Source: an optimization exercise on an open RTL-to-GDS flow (aim: small area, a short achievable clock period and few clock cycles per item). Production flows keep margins and buffers that such runs may drop.
The RTL was checked by simulation tests, not by an equivalence proof against the original design.
Power figures rest on the tool's default switching activity, not on a simulated workload.

## v51
==> flow/design.v (excerpt) <==
module pipelineCpu (
	input  logic           CLK,
	input  logic           RST,
	output cpuPkg::wordT   imemAddr,
	input  cpuPkg::wordT   imemData,
	output cpuPkg::wordT   dmemAddr,
	output cpuPkg::wordT   dmemWData,
	output logic           dmemRead,
	output logic           dmemWrite,
	input  cpuPkg::wordT   dmemRData,
	output logic           wbValid,
	output cpuPkg::regIdxT wbReg,
	output cpuPkg::wordT   wbData
);
For scale: roughly 1200 cells after synthesis, about 260 flip-flops, ~100 I/O pins, about 0.013 mm² of cells after synthesis.
Settings: LEC_CHECK=0, ABC_CLOCK_PERIOD_IN_PS=2500, CAP_MARGIN=20, CORE_MARGIN=2, CORE_UTILIZATION=40, CTS_BUF_LIST=sky130_fd_sc_hd__clkbuf_8, CTS_CLUSTER_SIZE=30, SETUP_SLACK_MARGIN=2.5, SLEW_MARGIN=20; clock period 6.2 ns.
standard.sh (not shown) runs the stock make flow with config.mk's settings and CLKGATE_MAP_FILE= SYNTH_SCRIPT=/design/flow/synth_recipe.tcl, a recipe that flattens the netlist after the stock synthesis.
==> flow/flow/run.sh <==
#!/bin/bash
# standard layout, with port buffers of a small plain buffer cell
export BUFFER_PORTS_ARGS="-buffer_cell sky130_fd_sc_hd__buf_1"
export CTS_ARGS="-sink_clustering_enable -repair_clock_nets -buf_list sky130_fd_sc_hd__clkbuf_16 -sink_clustering_size 24 -sink_clustering_max_diameter 100 -dont_use_dummy_load"
bash standard.sh > standard.log 2>&1
Testbench counts of v51, summed over its fixed seeds: cycles 10,648, instrs 10,210.
diff inputs: v51 => v19
==> flow/flow/run.sh <==
#!/bin/bash
# standard layout, with port buffers of a small plain buffer cell
export BUFFER_PORTS_ARGS="-buffer_cell sky130_fd_sc_hd__buf_1"
export CTS_ARGS="-sink_clustering_enable -repair_clock_nets -buf_list sky130_fd_sc_hd__clkbuf_8 -sink_clustering_size 14 -sink_clustering_max_diameter 100 -dont_use_dummy_load"
bash standard.sh > standard.log 2>&1
diff --git a/flow/config.mk b/flow/config.mk
--- a/flow/config.mk
+++ b/flow/config.mk
@@ -7,3 +7,3 @@
 export LEC_CHECK = 0
-export ABC_CLOCK_PERIOD_IN_PS = 2500
+export ABC_AREA = 1
 export CAP_MARGIN = 20
@@ -13,3 +13,3 @@
 export CTS_CLUSTER_SIZE = 30
-export SETUP_SLACK_MARGIN = 2.5
+export SETUP_SLACK_MARGIN = 3.0
 export SLEW_MARGIN = 20
==> comparison <==
Count of instances resized after the clock tree is built (v19 vs. v51) increases by more than 10%. Reported for v19 and v51, number of flops mapped to enable cells by yosys turned out identical to the last digit. Between v19 and v51, the count of multi-input combinational gates is lower for v51. Run comparison: v19 dominant combinational cell family by area after synthesis simple AND/OR/NAND/NOR gates; v51 dominant combinational cell family by area after synthesis compound AO/OA/AOI/OAI gates. Taking v51 as the reference, in v19 setup slack moved up; total internal power moved down; die width moved up; achievable frequency moved up; area added between synthesis and finish moved up. Of the two values seen for cell with the biggest individual delay on the critical path, edfxtp_1 was produced by v51 and dfxtp_4 by v19. In v19 the final net count turned out about 40% higher than in v51.
Input-level comparison between v6 and v19:
==> flow/flow/run.sh <==
#!/bin/bash
# standard layout, with port buffers of a small plain buffer cell
export BUFFER_PORTS_ARGS="-buffer_cell sky130_fd_sc_hd__buf_1"
bash standard.sh > standard.log 2>&1
diff --git a/flow/config.mk b/flow/config.mk
--- a/flow/config.mk
+++ b/flow/config.mk
@@ -13,3 +13,3 @@
 export CTS_CLUSTER_SIZE = 30
-export SETUP_SLACK_MARGIN = 3.0
+export SETUP_SLACK_MARGIN = 2.5
 export SLEW_MARGIN = 20
==> comparison <==
- Utilization delta for v6 relative to v19: 0.36 points lower
- First-iteration DRC count ends up higher on v19.
- Sequential share of layout area: v6 higher than v19
- Compared with v19, in v6 wire length on met2 shows an increase of 0.48%, clock period minus final worst setup slack climbed 0.39 ns, post-route fraction of the period consumed by the critical path rose by 6.2 points, number of buffer and inverter stages on the critical path shows a reduction of 2.
- Final cell area: v6 below v19
For v37, these inputs were changed with respect to v6:
diff --git a/flow/config.mk b/flow/config.mk
--- a/flow/config.mk
+++ b/flow/config.mk
@@ -7,3 +7,3 @@
 export LEC_CHECK = 0
-export ABC_AREA = 1
+export ABC_CLOCK_PERIOD_IN_PS = 2500
 export CAP_MARGIN = 20
==> comparison <==
- [v37 vs v6] fraction of final layout cells with drive strength greater than 1: higher in v37
- The clock network area share number comes out lower for v37 vs v6.
- Placeable core area: v37 and v6 compared, lower one is v37
- v37 vs v6 — critical path depth dropped 4.
- Power is higher on v6
- Comparing overall fraction of global-route tracks in use for v37 and v6, the bigger number came from v6.
- In the tables for v37 and v6, part of the cycle the worst path needs reads lower with v37.
- v37 against v6: clock power share lost 0.9 points; number of unique standard cell types used by synthesis saw an increase.
- Between v37 and v6, the initial cell density of the core is higher for v37.

* * *

## try-garnet
pipelineCpu again, from the RTL that the note above started with.
==> flow/config.mk <==
export PLATFORM = sky130hd
export DESIGN_NAME = pipelineCpu
export DESIGN_NICKNAME = pipelineCpu
export VERILOG_FILES = /design/flow/design.v
export SDC_FILE = /design/flow/constraint.sdc
export NUM_CORES = 4
export LEC_CHECK = 0
export ABC_AREA = 1
export CAP_MARGIN = 20
export CORE_MARGIN = 2
export CORE_UTILIZATION = 40
export CTS_BUF_LIST = sky130_fd_sc_hd__clkbuf_8
export CTS_CLUSTER_SIZE = 30
export SETUP_SLACK_MARGIN = 3.0
export SLEW_MARGIN = 20
==> flow/constraint.sdc <==
create_clock -name core_clock -period 6.2 [get_ports {CLK}]
set_input_delay 1.2400 -clock core_clock [delete_from_list [all_inputs] [get_ports {CLK}]]
set_output_delay 1.2400 -clock core_clock [all_outputs]
set_load 0.01 [all_outputs]
==> flow/flow/run.sh <==
#!/bin/bash
# standard layout, with port buffers of a small plain buffer cell
export BUFFER_PORTS_ARGS="-buffer_cell sky130_fd_sc_hd__buf_1"
bash standard.sh > standard.log 2>&1
Testbench counts of try-garnet, summed over its fixed seeds: cycles 10,648, instrs 10,210.
### try-garnet -> try-quartz
# try-garnet
export LEC_CHECK = 0
export ABC_AREA = 1
export CAP_MARGIN = 20
export CORE_MARGIN = 2
export CORE_UTILIZATION = 40
export CTS_BUF_LIST = sky130_fd_sc_hd__clkbuf_8
export CTS_CLUSTER_SIZE = 30
export SETUP_SLACK_MARGIN = 3.0
export SLEW_MARGIN = 20
create_clock -name core_clock -period 6.2 [get_ports {CLK}]
# try-quartz
export LEC_CHECK = 0
export ABC_CLOCK_PERIOD_IN_PS = 2500
export CAP_MARGIN = 20
export CORE_MARGIN = 2
export CORE_UTILIZATION = 40
export CTS_BUF_LIST = sky130_fd_sc_hd__clkbuf_8
export CTS_CLUSTER_SIZE = 30
export SETUP_SLACK_MARGIN = 2.5
export SLEW_MARGIN = 20
create_clock -name core_clock -period 6.2 [get_ports {CLK}]
--- a/flow/flow/run.sh
+++ b/flow/flow/run.sh
@@ -3,2 +3,3 @@
 export BUFFER_PORTS_ARGS="-buffer_cell sky130_fd_sc_hd__buf_1"
+export CTS_ARGS="-sink_clustering_enable -repair_clock_nets -buf_list sky130_fd_sc_hd__clkbuf_8 -sink_clustering_size 30 -dont_use_dummy_load"
 bash standard.sh > standard.log 2>&1
Findings:
- try-quartz finished all stages; the layout is clean.
- Cmp try-quartz and try-garnet / area fraction in and, or, nand and nor cells after synthesis / higher: try-garnet
- try-quartz vs try-garnet, most frequent standard cell in the layout excluding fill and tap cells: edfxtp_1 vs nand2_1
- Looking at critical path required time, try-quartz sits 0.03 ns lower than try-garnet does.
- Re ratio of cells with drive above 1 in the final layout: try-garnet was higher than try-quartz.
- For the worst reg2reg path depth, try-quartz came in 9 lower than try-garnet did.
- On hold-fix buffer count after cts, try-quartz and try-garnet are basically level.
- Wire length ends up higher on try-garnet.
- Summary of try-quartz over try-garnet: count of clock-net buffers in the final layout went down by 6; share of the final layout cell area in multi-input gates rose by 0.19 points; worst setup slack after layout lost 0.39 ns.
Inputs modified between try-quartz and try-raven:
# try-quartz
export LEC_CHECK = 0
export ABC_CLOCK_PERIOD_IN_PS = 2500
export CAP_MARGIN = 20
export CORE_MARGIN = 2
export CORE_UTILIZATION = 40
export CTS_BUF_LIST = sky130_fd_sc_hd__clkbuf_8
export CTS_CLUSTER_SIZE = 30
export SETUP_SLACK_MARGIN = 2.5
export SLEW_MARGIN = 20
create_clock -name core_clock -period 6.2 [get_ports {CLK}]
# try-raven
export LEC_CHECK = 0
export ABC_AREA = 1
export CAP_MARGIN = 5
export CORE_MARGIN = 2
export CORE_UTILIZATION = 40
export CTS_BUF_LIST = sky130_fd_sc_hd__clkbuf_8
export CTS_CLUSTER_SIZE = 30
export SETUP_SLACK_MARGIN = 3.0
export SLEW_MARGIN = 5
create_clock -name core_clock -period 6.2 [get_ports {CLK}]
==> run summary <==
Per the comparison of try-raven with try-quartz, instance count of the mapped netlist went up, total detailed-routing wirelength +about 12%, number of setup buffers added after CTS increased 7, sequential power held. Highest attainable clock frequency in try-raven is 11% above try-quartz. Relative to try-quartz, the via count of the first global-routing pass measured on try-raven has increased by more than 10%. Final worst-path setup slack in try-raven vs try-quartz: up 0.34 ns. Number of clock-tree buffers in the layout in try-raven is 2 above try-quartz. Against try-quartz, try-raven comes in 0.038 ns higher on worst hold slack. try-raven: PASS, flow complete, no timing, DRC or antenna violations. try-raven has portion of the clock cycle consumed by the worst path in the final layout below what try-quartz had. The start point of the critical path comes out exSelA[0] in one run and exSelB[1] in the other, namely in try-quartz and try-raven respectively.
Input changes introduced in try-yarrow (baseline for comparison: try-raven):
# try-raven
export LEC_CHECK = 0
export ABC_AREA = 1
export CAP_MARGIN = 5
export CORE_MARGIN = 2
export CORE_UTILIZATION = 40
export CTS_BUF_LIST = sky130_fd_sc_hd__clkbuf_8
export CTS_CLUSTER_SIZE = 30
export SETUP_SLACK_MARGIN = 3.0
export SLEW_MARGIN = 5
create_clock -name core_clock -period 6.2 [get_ports {CLK}]
# try-yarrow
export LEC_CHECK = 0
export ABC_CLOCK_PERIOD_IN_PS = 2500
export CAP_MARGIN = 20
export CORE_MARGIN = 2
export CORE_UTILIZATION = 40
export CTS_BUF_LIST = sky130_fd_sc_hd__clkbuf_8
export CTS_CLUSTER_SIZE = 30
export SETUP_SLACK_MARGIN = 2.25
export SLEW_MARGIN = 20
create_clock -name core_clock -period 6.2 [get_ports {CLK}]
==> flow/flow/run.sh <==
#!/bin/bash
# standard layout, with port buffers of a small plain buffer cell
export BUFFER_PORTS_ARGS="-buffer_cell sky130_fd_sc_hd__buf_1"
bash standard.sh > standard.log 2>&1
## What came out
- Looking only at relative slew slack, and setting everything else aside, the higher value of try-yarrow and try-raven goes to try-raven.
- Compared with try-raven, try-yarrow shows a final instance area that is about 9% lower.
- Against try-raven, try-yarrow reports a full die area that is lower.
- Lower area occupied by multi-input gates was reported by try-yarrow, not try-raven.
- try-yarrow has shortest period the worst path allows above what try-raven had.
- Areal power density over the cells on try-yarrow is up relative to try-raven.
- try-yarrow against try-raven: number of gates resized after CTS now sits lower, buffer and inverter count on the worst path now sits lower, fmax now sits lower.
diff inputs: try-yarrow => try-indigo
# try-yarrow
export LEC_CHECK = 0
export ABC_CLOCK_PERIOD_IN_PS = 2500
export CAP_MARGIN = 20
export CORE_MARGIN = 2
export CORE_UTILIZATION = 40
export CTS_BUF_LIST = sky130_fd_sc_hd__clkbuf_8
export CTS_CLUSTER_SIZE = 30
export SETUP_SLACK_MARGIN = 2.25
export SLEW_MARGIN = 20
create_clock -name core_clock -period 6.2 [get_ports {CLK}]
# try-indigo
export LEC_CHECK = 0
export ABC_CLOCK_PERIOD_IN_PS = 2500
export CAP_MARGIN = 20
export CORE_MARGIN = 2
export CORE_UTILIZATION = 60
export CTS_BUF_LIST = sky130_fd_sc_hd__clkbuf_8
export CTS_CLUSTER_SIZE = 30
export PLACE_DENSITY = 0.75
export SETUP_SLACK_MARGIN = 2.5
export SLEW_MARGIN = 20
create_clock -name core_clock -period 6.2 [get_ports {CLK}]
Findings:
The smallest setup slack after layout in try-indigo was higher than what try-yarrow gave. Note that the total number of placement rows recorded for try-indigo amounts to 0.815 times the value seen in try-yarrow. try-indigo: post-synthesis to final-layout area growth 0.31 points below try-yarrow. Non-clock buffer share of cell area: try-indigo vs try-yarrow up 0.34 points. The fraction of met3 tracks used by global routing in try-indigo sits 3.5 points above the value recorded for try-yarrow.

* * *

Another version of the RTL of pipelineCpu (not shown whole).
Size: ~1600 cells after synthesis.
Settings: LEC_CHECK=0, ABC_AREA=1, CAP_MARGIN=20, CORE_MARGIN=2, CORE_UTILIZATION=40, CTS_BUF_LIST=sky130_fd_sc_hd__clkbuf_8, CTS_CLUSTER_SIZE=30, SETUP_SLACK_MARGIN=3.4, SLEW_MARGIN=20; clock period 6.2 ns.
==> flow/flow/run.sh <==
#!/bin/bash
# standard layout, with port buffers of a small plain buffer cell
export BUFFER_PORTS_ARGS="-buffer_cell sky130_fd_sc_hd__buf_1"
export CTS_ARGS="-sink_clustering_enable -repair_clock_nets -buf_list sky130_fd_sc_hd__clkbuf_8 -sink_clustering_size 14 -sink_clustering_max_diameter 100 -dont_use_dummy_load"
bash standard.sh > standard.log 2>&1
Testbench counts at the start, summed over its fixed seeds: cycles 10,648, instrs 10,210.
Edit:
Settings changed: SETUP_SLACK_MARGIN 3.4 to 3.5, TNS_END_PERCENT set to 0.
What happened: The changed run produced a clean layout. Critical path depth fell by 6. Non-clock buffer count is lower by 23. Wire length shrinks slightly. Sequential cell count does not change. Setup slack gains 0.026 ns. Power goes down by a few percent. Clock skew came out lower by 0.0081 ns. Worst hold slack degrades by 0.020 ns. Clock power drops slightly. Via count drops slightly.
Edit:
Settings changed: SETUP_SLACK_MARGIN 3.5 to 3.75, TNS_END_PERCENT 0 to unset.
Worst setup slack is better by 0.085 ns. Fmax goes up by 3.1%. Clock skew came out higher by 0.061 ns. Final area grows by 15%. Total power climbs by 13%. Count of clock-buffer cells in the layout went up by 1.
Edit:
Settings changed: SETUP_SLACK_MARGIN 3.75 to 3.5.
Outcome: Routed wire length fell by a few percent; count of clock-buffer cells in the layout is unchanged; hold slack gains 0.0036 ns; clock skew went down by 0.038 ns; cell area falls by roughly a tenth; power went down by a little under a tenth; sequential power hardly moves; flip-flop and latch count is unchanged; final cell count decreases by a few percent; critical path depth is lower by 11; synthesized cell count stays the same.

* * *

Setup of run a:
pipelineCpu again, from the RTL that the note above started with.
## pipelineCpu
module pipelineCpu (
	input  logic           CLK,
	input  logic           RST,
	output cpuPkg::wordT   imemAddr,
	input  cpuPkg::wordT   imemData,
	output cpuPkg::wordT   dmemAddr,
	output cpuPkg::wordT   dmemWData,
	output logic           dmemRead,
	output logic           dmemWrite,
	input  cpuPkg::wordT   dmemRData,
	output logic           wbValid,
	output cpuPkg::regIdxT wbReg,
	output cpuPkg::wordT   wbData
);
clock: 6.2 ns
lec_check: 0
abc_area: 1
cap_margin: 20
core_margin: 2
core_utilization: 40
cts_buf_list: sky130_fd_sc_hd__clkbuf_8
cts_cluster_size: 30
place_density: 0.7
setup_slack_margin: 3.5
slew_margin: 20
Scripts as last shown in full above: flow/flow/run.sh
Run a did not stop at any stage, and its layout met the timing, design-rule and antenna checks.
Testbench counts of run a, summed over its fixed seeds: cycles 10,648, instrs 10,210.
--- input diff run a..run b ---
- PLACE_DENSITY: 0.7 -> unset
- GPL_ROUTABILITY_DRIVEN: unset -> 0
Findings:
- Re layout clock buffer count: run b is 4.2% down on run a.
- Delta (run b minus run a): filler cell count rose by 3.3%; reported net switching power fell by 0.000065 W; final design area excluding fillers fell by about 0.4%; detailed placer's ending HPWL rose by about 1.8%.
- Comparing run a and run b, the lower register share of the cell area is on run a.
- Combinational power (run b / run a): 0.947
- Looking at worst setup path endpoint, the pc[11] result is from run a; the exA[10] one comes from run b.

what the ideal ports hide:
No port has a modelled driver above. Below, the same layouts with a new extraction and two added sets of constraints. Step 1 assumes that a clkbuf_16 drives the clock port and a buf_2 every other input. Step 2 also shifts input and output timing later by t, the mid clock arrival at the registers, as if the neighbouring blocks saw the same clock. Three values: no drivers, after step 1, after step 2; two values: the first two.
run	shift t [ns]	setup slack, ns	worst setup path after step 2	worst register clock-pin slew, ns	worst data-port slew with drivers (ns)
v51	0.540	2.657 / 2.657 / 2.164	input to register	0.10 / 0.10	0.04
v19	0.589	3.043 / 3.043 / 2.529	input to register	0.12 / 0.12	0.04
v6	0.622	2.657 / 2.657 / 2.281	input to register	0.07 / 0.07	0.04
v37	0.623	2.677 / 2.677 / 2.109	input to register	0.07 / 0.07	0.05
try-garnet	0.623	3.030 / 3.030 / 2.538	input to register	0.07 / 0.07	0.04
try-quartz	0.593	2.640 / 2.640 / 2.128	input to register	0.06 / 0.06	0.05
try-raven	0.607	2.983 / 2.983 / 2.560	input to register	0.06 / 0.06	0.04
try-yarrow	0.605	2.413 / 2.413 / 1.893	input to register	0.06 / 0.06	0.04
try-indigo	0.603	2.592 / 2.592 / 2.159	input to register	0.07 / 0.07	0.04
the first run of note 3	0.609	3.385 / 3.385 / 2.815	input to register	0.12 / 0.12	0.04
the second run of note 3	0.595	3.410 / 3.433 / 2.838	input to register	0.10 / 0.10	0.06
the third run of note 3	0.621	3.495 / 3.495 / 2.881	input to register	0.11 / 0.11	0.12
the fourth run of note 3	0.620	3.505 / 3.511 / 2.894	input to register	0.11 / 0.11	0.05
run a	0.609	3.419 / 3.407 / 2.799	input to register	0.10 / 0.10	0.09
run b	0.601	3.484 / 3.477 / 2.877	input to register	0.12 / 0.12	0.07
After both steps every run listed still meets setup and hold. For run a, which loses most, drivers alone change the setup slack by -0.012 ns; drivers and shift together by -0.620 ns.
